Context: an optimization exercise on an open-source flow, tuned for small area, a short achievable clock period and few clock cycles per item. The choices shown serve that exercise and are no tape-out recipe.
Function was checked by simulation only, so behaviour that the tests miss may differ from the original.
No activity file was given, so power comes from the tool's default toggle rates.

<file path="flow/design.v">
`default_nettype none
module fir_pcm_mac #(
  parameter int ACC_W = 40
) (
  input  wire logic               clk,
  input  wire logic               rst_n,
  input  wire logic               ctrl_clr,   
  input  wire logic               ctrl_vld,   
  input  wire logic signed [17:0] coef,
  input  wire logic signed [15:0] samp,
  output logic                    busy,
  output logic [ACC_W-1:0]        acc
);
  localparam int PROD_W = 34;
  logic signed [PROD_W-1:0] prod_r;
  logic                     mul_v_r;
  logic [ACC_W-1:0]         acc_r;
  always_ff @(posedge clk) begin
    prod_r <= coef * samp;
  end
  always_ff @(posedge clk) begin
    if (!rst_n) begin
      mul_v_r <= 1'b0;
    end else begin
      mul_v_r <= ctrl_vld;
    end
  end
  always_ff @(posedge clk) begin
    if (ctrl_clr) begin
      acc_r <= '0;
    end else if (mul_v_r) begin
      acc_r <= acc_r + {{(ACC_W-PROD_W){prod_r[PROD_W-1]}}, prod_r};
    end
  end
  assign busy = mul_v_r;
  assign acc  = acc_r;
endmodule
`default_nettype wire
`default_nettype none
module fir_filter_pcm16 #(
  parameter int TAPS = 32
) (
  input  wire logic               clk,
  input  wire logic               rst_n,
  input  wire logic               in_valid,
  output logic                    in_ready,
  input  wire logic               in_command,
  input  wire logic [4:0]         in_tap_index,
  input  wire logic signed [17:0] in_coefficient,
  input  wire logic signed [15:0] in_sample,
  input  wire logic               in_start_of_stream,
  output logic                    out_valid,
  input  wire logic               out_ready,
  output logic signed [15:0]      out_sample,
  output logic                    out_saturated,
  input  wire logic               cfg_wr_en,
  input  wire logic [5:0]         cfg_wr_data
);
  localparam int SAMPLE_W  = 16;
  localparam int COEF_W    = 18;
  localparam int PROD_W    = SAMPLE_W + COEF_W;
  localparam int FRAC_BITS = 15;
  localparam int TCNT_W    = 6;
  localparam logic CMD_WRITE_COEF = 1'b0;
  localparam logic CMD_FILTER     = 1'b1;
  localparam int AW    = (TAPS > 1) ? $clog2(TAPS) : 1;
  localparam int CW    = ($clog2(TAPS + 1) > TCNT_W) ? $clog2(TAPS + 1) : TCNT_W;
  localparam int ACC_W = PROD_W + $clog2(TAPS) + 1;
  localparam int QW    = ACC_W - FRAC_BITS;
  localparam logic [CW-1:0]        TAPS_C = CW'(TAPS);
  localparam logic [AW-1:0]        LAST_A = AW'(TAPS - 1);
  localparam logic signed [QW-1:0] Q_MAX  = QW'(32767);
  localparam logic signed [QW-1:0] Q_MIN  = QW'(-32768);
  localparam logic [ACC_W-1:0]     RND    = ACC_W'((1 << FRAC_BITS) - 1);
  localparam logic [1:0] ST_IDLE  = 2'd0;
  localparam logic [1:0] ST_RUN   = 2'd1;
  localparam logic [1:0] ST_ROUND = 2'd2;
  localparam logic [1:0] ST_OUT   = 2'd3;
  logic [1:0]        state_r, state_nxt;
  logic [TCNT_W-1:0] tap_count_r;
  logic [CW-1:0]     cnt_r;       
  logic [CW-1:0]     k_r;         
  logic [CW-1:0]     fill_r;      
  logic [AW-1:0]     wr_ptr_r;    
  logic [AW-1:0]     rd_ptr_r;    
  logic [TAPS-1:0]   cvalid_r;    
  logic signed [SAMPLE_W-1:0] hist_mem [0:TAPS-1];
  logic signed [COEF_W-1:0]   coef_mem [0:TAPS-1];
  logic signed [SAMPLE_W-1:0] hist_q_r;
  logic signed [COEF_W-1:0]   coef_q_r;
  logic              hist_ok_r, coef_ok_r, rd_v_r;
  logic signed [QW-1:0]       q_r;
  logic                       out_valid_r;
  logic signed [SAMPLE_W-1:0] out_sample_r;
  logic                       out_sat_r;
  logic              in_acc, do_filt, do_coef, issue, out_free;
  logic [CW-1:0]     tc_ext, cnt_nxt;
  logic [AW-1:0]     wr_ptr_inc;
  logic              mac_clr, mac_vld;
  logic              mac_busy;
  logic [ACC_W-1:0]  acc, rnd_sum;
  logic signed [COEF_W-1:0]   mac_coef;
  logic signed [SAMPLE_W-1:0] mac_samp;
  assign in_ready = (state_r == ST_IDLE);
  assign in_acc   = in_valid && in_ready;
  assign do_filt  = in_acc && (in_command == CMD_FILTER);
  assign do_coef  = in_acc && (in_command == CMD_WRITE_COEF)
                    && (CW'(in_tap_index) < TAPS_C);
  assign issue    = (state_r == ST_RUN) && (k_r < cnt_r);
  assign out_free = !out_valid_r || out_ready;
  assign tc_ext     = CW'(tap_count_r);
  assign cnt_nxt    = (tc_ext > TAPS_C) ? TAPS_C : tc_ext;
  assign wr_ptr_inc = (wr_ptr_r == LAST_A) ? '0 : wr_ptr_r + AW'(1);
  always_ff @(posedge clk) begin
    if (!rst_n) begin
      tap_count_r <= TCNT_W'(1);
    end else if (cfg_wr_en) begin
      tap_count_r <= cfg_wr_data;
    end
  end
  always_comb begin
    state_nxt = state_r;
    case (state_r)
      ST_IDLE:  if (do_filt) state_nxt = ST_RUN;
      ST_RUN:   if (!issue && !rd_v_r && !mac_busy) state_nxt = ST_ROUND;
      ST_ROUND: state_nxt = ST_OUT;
      ST_OUT:   if (out_free) state_nxt = ST_IDLE;
      default:  state_nxt = ST_IDLE;
    endcase
  end
  always_ff @(posedge clk) begin
    if (!rst_n) begin
      state_r  <= ST_IDLE;
      fill_r   <= '0;
      wr_ptr_r <= '0;
      cvalid_r <= '0;
      rd_v_r   <= 1'b0;
      k_r      <= '0;
      cnt_r    <= '0;
      rd_ptr_r <= '0;
    end else begin
      state_r <= state_nxt;
      rd_v_r  <= issue;
      if (do_coef) begin
        cvalid_r[AW'(in_tap_index)] <= 1'b1;
      end
      if (do_filt) begin
        wr_ptr_r <= wr_ptr_inc;
        rd_ptr_r <= wr_ptr_inc;
        k_r      <= '0;
        cnt_r    <= cnt_nxt;
        if (in_start_of_stream) begin
          fill_r <= CW'(1);
        end else if (fill_r != TAPS_C) begin
          fill_r <= fill_r + CW'(1);
        end
      end else if (issue) begin
        k_r      <= k_r + CW'(1);
        rd_ptr_r <= (rd_ptr_r == '0) ? LAST_A : rd_ptr_r - AW'(1);
      end
    end
  end
  always_ff @(posedge clk) begin
    if (do_filt) begin
      hist_mem[wr_ptr_inc] <= in_sample;
    end
    hist_q_r <= hist_mem[rd_ptr_r];
  end
  always_ff @(posedge clk) begin
    if (do_coef) begin
      coef_mem[AW'(in_tap_index)] <= in_coefficient;
    end
    coef_q_r <= coef_mem[k_r[AW-1:0]];
  end
  always_ff @(posedge clk) begin
    hist_ok_r <= (k_r < fill_r);
    coef_ok_r <= cvalid_r[k_r[AW-1:0]];
  end
  assign mac_coef = coef_ok_r ? coef_q_r : '0;
  assign mac_samp = hist_ok_r ? hist_q_r : '0;
  assign mac_clr  = do_filt;
  assign mac_vld  = rd_v_r;
  fir_pcm_mac #(
    .ACC_W (ACC_W)
  ) u_mac (
    .clk      (clk),
    .rst_n    (rst_n),
    .ctrl_clr (mac_clr),
    .ctrl_vld (mac_vld),
    .coef     (mac_coef),
    .samp     (mac_samp),
    .busy     (mac_busy),
    .acc      (acc)
  );
  assign rnd_sum = acc + (acc[ACC_W-1] ? RND : '0);
  always_ff @(posedge clk) begin
    if (state_r == ST_ROUND) begin
      q_r <= rnd_sum[ACC_W-1:FRAC_BITS];
    end
  end
  always_ff @(posedge clk) begin
    if (!rst_n) begin
      out_valid_r <= 1'b0;
    end else if ((state_r == ST_OUT) && out_free) begin
      out_valid_r <= 1'b1;
    end else if (out_ready) begin
      out_valid_r <= 1'b0;
    end
  end
  always_ff @(posedge clk) begin
    if ((state_r == ST_OUT) && out_free) begin
      if (q_r > Q_MAX) begin
        out_sample_r <= SAMPLE_W'(32767);
        out_sat_r    <= 1'b1;
      end else if (q_r < Q_MIN) begin
        out_sample_r <= Q_MIN[SAMPLE_W-1:0];
        out_sat_r    <= 1'b1;
      end else begin
        out_sample_r <= q_r[SAMPLE_W-1:0];
        out_sat_r    <= 1'b0;
      end
    end
  end
  assign out_valid     = out_valid_r;
  assign out_sample    = out_sample_r;
  assign out_saturated = out_sat_r;
endmodule
`default_nettype wire
</file>
<file path="flow/run.sh">
#!/bin/bash
# synth_recipe.tcl (not shown) runs the flow's synth.tcl, then flattens the netlist and writes it again
# the make line also repeats each setting of config.mk as NAME=value (left out here)
make -C /OpenROAD-flow-scripts/flow DESIGN_CONFIG=/design/flow/config.mk WORK_HOME=/design/flow/orfs CLKGATE_MAP_FILE= SYNTH_SCRIPT=/design/flow/synth_recipe.tcl finish
</file>
<file path="flow/config.mk">
export PLATFORM = sky130hd
export DESIGN_NAME = fir_filter_pcm16
export DESIGN_NICKNAME = fir_filter_pcm16
export VERILOG_FILES = /design/flow/design.v
export SDC_FILE = /design/flow/constraint.sdc
export NUM_CORES = 4
export LEC_CHECK = 0
export CAP_MARGIN = 20
export CORE_MARGIN = 2
export CORE_UTILIZATION = 40
export PLACE_DENSITY = 0.6
export SLEW_MARGIN = 20
</file>
<file path="flow/constraint.sdc">
create_clock -name core_clock -period 8.0 [get_ports {clk}]
set_input_delay 1.6000 -clock core_clock [delete_from_list [all_inputs] [get_ports {clk}]]
set_output_delay 1.6000 -clock core_clock [all_outputs]
set_load 0.01 [all_outputs]
</file>
==> run notes <==
status no timing/DRC/antenna violations; Synth Register Bits 1311; Hold Buf Count CTS 0; sw frac 24.6%; via count 33.0k; Worst R2R Setup Slack 0.64 ns; DR vias/cell 5.27; kind of critical path reg -> reg; gpl congestion 0.921; Top FF cell, synth edfxtp_1; Seq/Total Area, Yosys 60.1%; combinational share of power 10.8%; Synth Warn # 2; CTS root buf clkbuf_16; placed cells 6008; IR drop worst, VDD 0.219 mV; setup TNS 0 ns; CTS Buffer Depth 3; final hold vios 0; area delta synth->final 13.2%; total core area 156000 sq um; CTS tree yes; antenna-violating nets left 0; initial DRC count 2424; Flop pwr share 48.6%; ys async rst share 0%; Worst Setup EP u_mac.prod_r[30]; post_cts resized 0; total grt overflow 0; syn_area_per_cell 15.8 sq um; slew margin rel. 24.1%; Finished Layout Cells 6264; syn nets 4469; Post-Route Skew 0.0582 ns; die area 159000 sq um; RSZ-0062 raised after global routing false; Setup WS pre-CTS 0.728 ns; Final Power 16.0 mW; TritonCTS buffer count 141; Final setup viols 0; wire per inst 22.7 microns; # H-tree levels 4; crit path from hist_ok_r; row count 145; post-route setup slack 0.645 ns; CP max FO 23; top cells by area, synth edfxtp_1 54%, mux4_2 13%, fa_1 9.3%, dfxtp_1 5.8%, ha_1 3.3%; min cycle time layout 7.36 ns; Initial Util 40.1%; leakage 24.9 nW; largest net degree at the start of global routing 81; Synth top area share 54.3%; post-DP HPWL 92.5 mm; EDFF count, synth 1130; worst reg2reg path startpoint hist_ok_r; Cell Pwr Density 227 nW/um^2; R2R depth 23; area leader, netlist edfxtp_1; crit path DAT 8.06 ns; DRT Wirelength 142 mm; die height 399 microns; worst hold slack 0.463 ns; Least-Margin Pin Slew 1.14 ns; synthesized instance count 3963; Pre-antenna DRT Iters 5; Distinct cells, synth 73; Setup crit start kind flip-flop; fin crit share 91.9%; Clk Latency, worst-skew pair 0.83 ns; clock group share of total power 40.6%; NetSw 3.95 mW; clock slew at reported path FFs 0.06 ns; first-pass GRT wire length 216 mm; Die X 399 microns; Max Cap Viol 0; CP required 8.70 ns; Post-Synthesis Cell Area 62500 sq um; clk sink count 1311; layout cell share with drive strength beyond 1 18.0%; Final Max Slew Viols 0; vias in the first global route 34.3k; IO Pins 71; Setup crit end kind flip-flop; Buffers on Ports 70; initial antenna violation count 6; Nets 4601; GR Util All Layers 18.2%; Critical R2R Capture u_mac.prod_r[30]; DRC Markers 0; Post CTS Setup Buffer Count 0; Int Power 12.1 mW; min-delay worst type reg -> reg; Fmax achieved 136 MHz
## area by class of cell
| cell class | count | area (sq um) |
|---|---|---|
| Antenna cell | 1 | 2.50 |
| Clock buffer | 179 | 3720 |
| Timing Repair Buffer | 156 | 1280 |
| Inverter | 364 | 1370 |
| Sequential cell | 1311 | 37600 |
| Tap cell | 2058 | 2570 |
| Multi-Input combinational cell | 2121 | 23200 |
| Clock inverter | 74 | 1000 |
| Fill cell | 13500 | 84900 |
## cell usage in the layout (no fill, tap or decap), drive strengths merged, types with 16 or more instances in the layout
master         count
a21boi            16
a21o              57
a21oi             98
and2              33
buf              107
clkbuf           179
clkdlybuf4s50     49
clkinv            57
dfxtp            181
edfxtp          1130
fa               291
ha               163
inv              367
mux2              19
mux2i             43
mux4             350
nand2            291
nand2b            19
nand3             48
nand4             17
nor2             357
nor3              21
o21ai             45
xnor2             67
xor2              42
## cells by family after synthesis
kind of cell	synth area share [%]
AO/OA/AOI/OAI	3.04
XOR/XNOR	1.53
adder cells (fa/ha/maj)	12.6
buffers and inverters	3.20
flip-flops	60.1
multiplexers	13.6
AND/OR/NAND/NOR	5.90
## synth_stat cells (19+ instances only)
cell type and n:
a21o_1 57, a21oi_1 97, and2_1 32, buf_1 40, clkbuf_1 122, dfxtp_1 181, edfxtp_1 1130, fa_1 291
ha_1 163, inv_1 363, mux2_2 19, mux2i_1 43, mux4_2 350, nand2_1 291, nand2b_1 19, nand3_1 48
nor2_1 357, nor3_1 21, o21ai_0 43, xnor2_1 67, xor2_1 42
## power by group through the flow
stage	Sequential (mW)	Clock [mW]	Combinational [mW]
3_3_place_gp	7.94	0	1.74
4_1_cts	7.80	6.66	1.75
5_1_grt	7.81	6.93	1.89
6_report	7.79	6.51	1.73
3_5_place_dp	7.95	0	1.75
2_1_floorplan	7.81	0	1.24
## per-layer routing
metal  wire length [microns]  global-route usage (%)  vias up
met5                      50                       0        -
met3                    8480                    3.58      172
met2                   68000                    29.3      925
met4                    2630                    4.38        8
li1                        -                       -    14800
met1                   63200                    25.4    17100
## through the flow
step	util (%)	instance area (sq um)
after floorplan	-	62500
after global placement	42.4	66000
after detailed placement	42.4	66100
after CTS	45.5	70800
after global routing	45.4	70700
final	45.4	70700
## critical path, cell delays in order, from the launching register on
cell and delay, ns:
dfxtp_1 0.80, buf_4 0.31, nand2_1 0.38, nor2_1 0.30
fa_1 0.43, inv_1 0.08, fa_1 0.43, fa_1 0.53
inv_1 0.06, fa_1 0.48, fa_1 0.49, inv_1 0.05
fa_1 0.48, inv_1 0.04, ha_1 0.33, nand3_1 0.15
or3_1 0.33, nor3_1 0.34, nor4b_1 0.12, or2_2 0.36
o2111a_1 0.30, a21oi_1 0.28, a31oi_1 0.13, o31ai_1 0.07
## sequential cells by signal, indices dropped and copies added, names as in the netlist
signal	count
coef_mem	576
hist_mem	512
u_mac.acc_r	40
u_mac.prod_r	34
cvalid_r	32
q_r	25
coef_q_r	18
hist_q_r	16
out_sample_r	16
cnt_r	6
fill_r	6
k_r	6
tap_count_r	6
rd_ptr_r	5
wr_ptr_r	5
state_r	2
coef_ok_r	1
hist_ok_r	1
out_sat_r	1
out_valid_r	1
rd_v_r	1
u_mac.mul_v_r	1
## how the worst min path moves through the flow
stage | start | to | cells past startpoint
4_1_cts | rd_v_r | u_mac.mul_v_r | 1
5_1_grt | rd_v_r | u_mac.mul_v_r | 1
3_5_place_dp | rd_v_r | u_mac.mul_v_r | 1
3_3_place_gp | cvalid_r[2] | cvalid_r[2] | 2
2_1_floorplan | cvalid_r[10] | cvalid_r[10] | 2
6_report | cvalid_r[22] | cvalid_r[22] | 2
Testbench counts, summed over its fixed seeds: cycles 69,428, items 2,263.

static timing again, ports no longer ideal:
The flow's constraints put no driver on any port. The routed layout listed below was extracted and timed again, unchanged, in two steps.
Step 1 (the two cells are an assumption about what drives the block):
set clk [get_ports {clk}]
set_driving_cell -lib_cell sky130_fd_sc_hd__clkbuf_16 $clk
set_driving_cell -lib_cell sky130_fd_sc_hd__buf_2 [delete_from_list [all_inputs] $clk]
Step 2 adds t to the input delays and takes it off the output delays; t is the mean of the earliest and latest rising clock arrival at the registers after step 1. Input paths then give back, and output paths get back, about the clock's delay inside the block.
a / b / c = ideal ports / drivers / drivers and shift; a / b = the first two.
t, ns: 0.869
slack for setup (ns): 0.645 / 0.645 / 0.645
clock arrival spread, ns: 0.075 / 0.075
pins driven straight from the clock port: 1
After both steps this run still meets setup and hold. For this run, drivers alone change the setup slack by 0.000 ns; drivers and shift together by 0.000 ns.
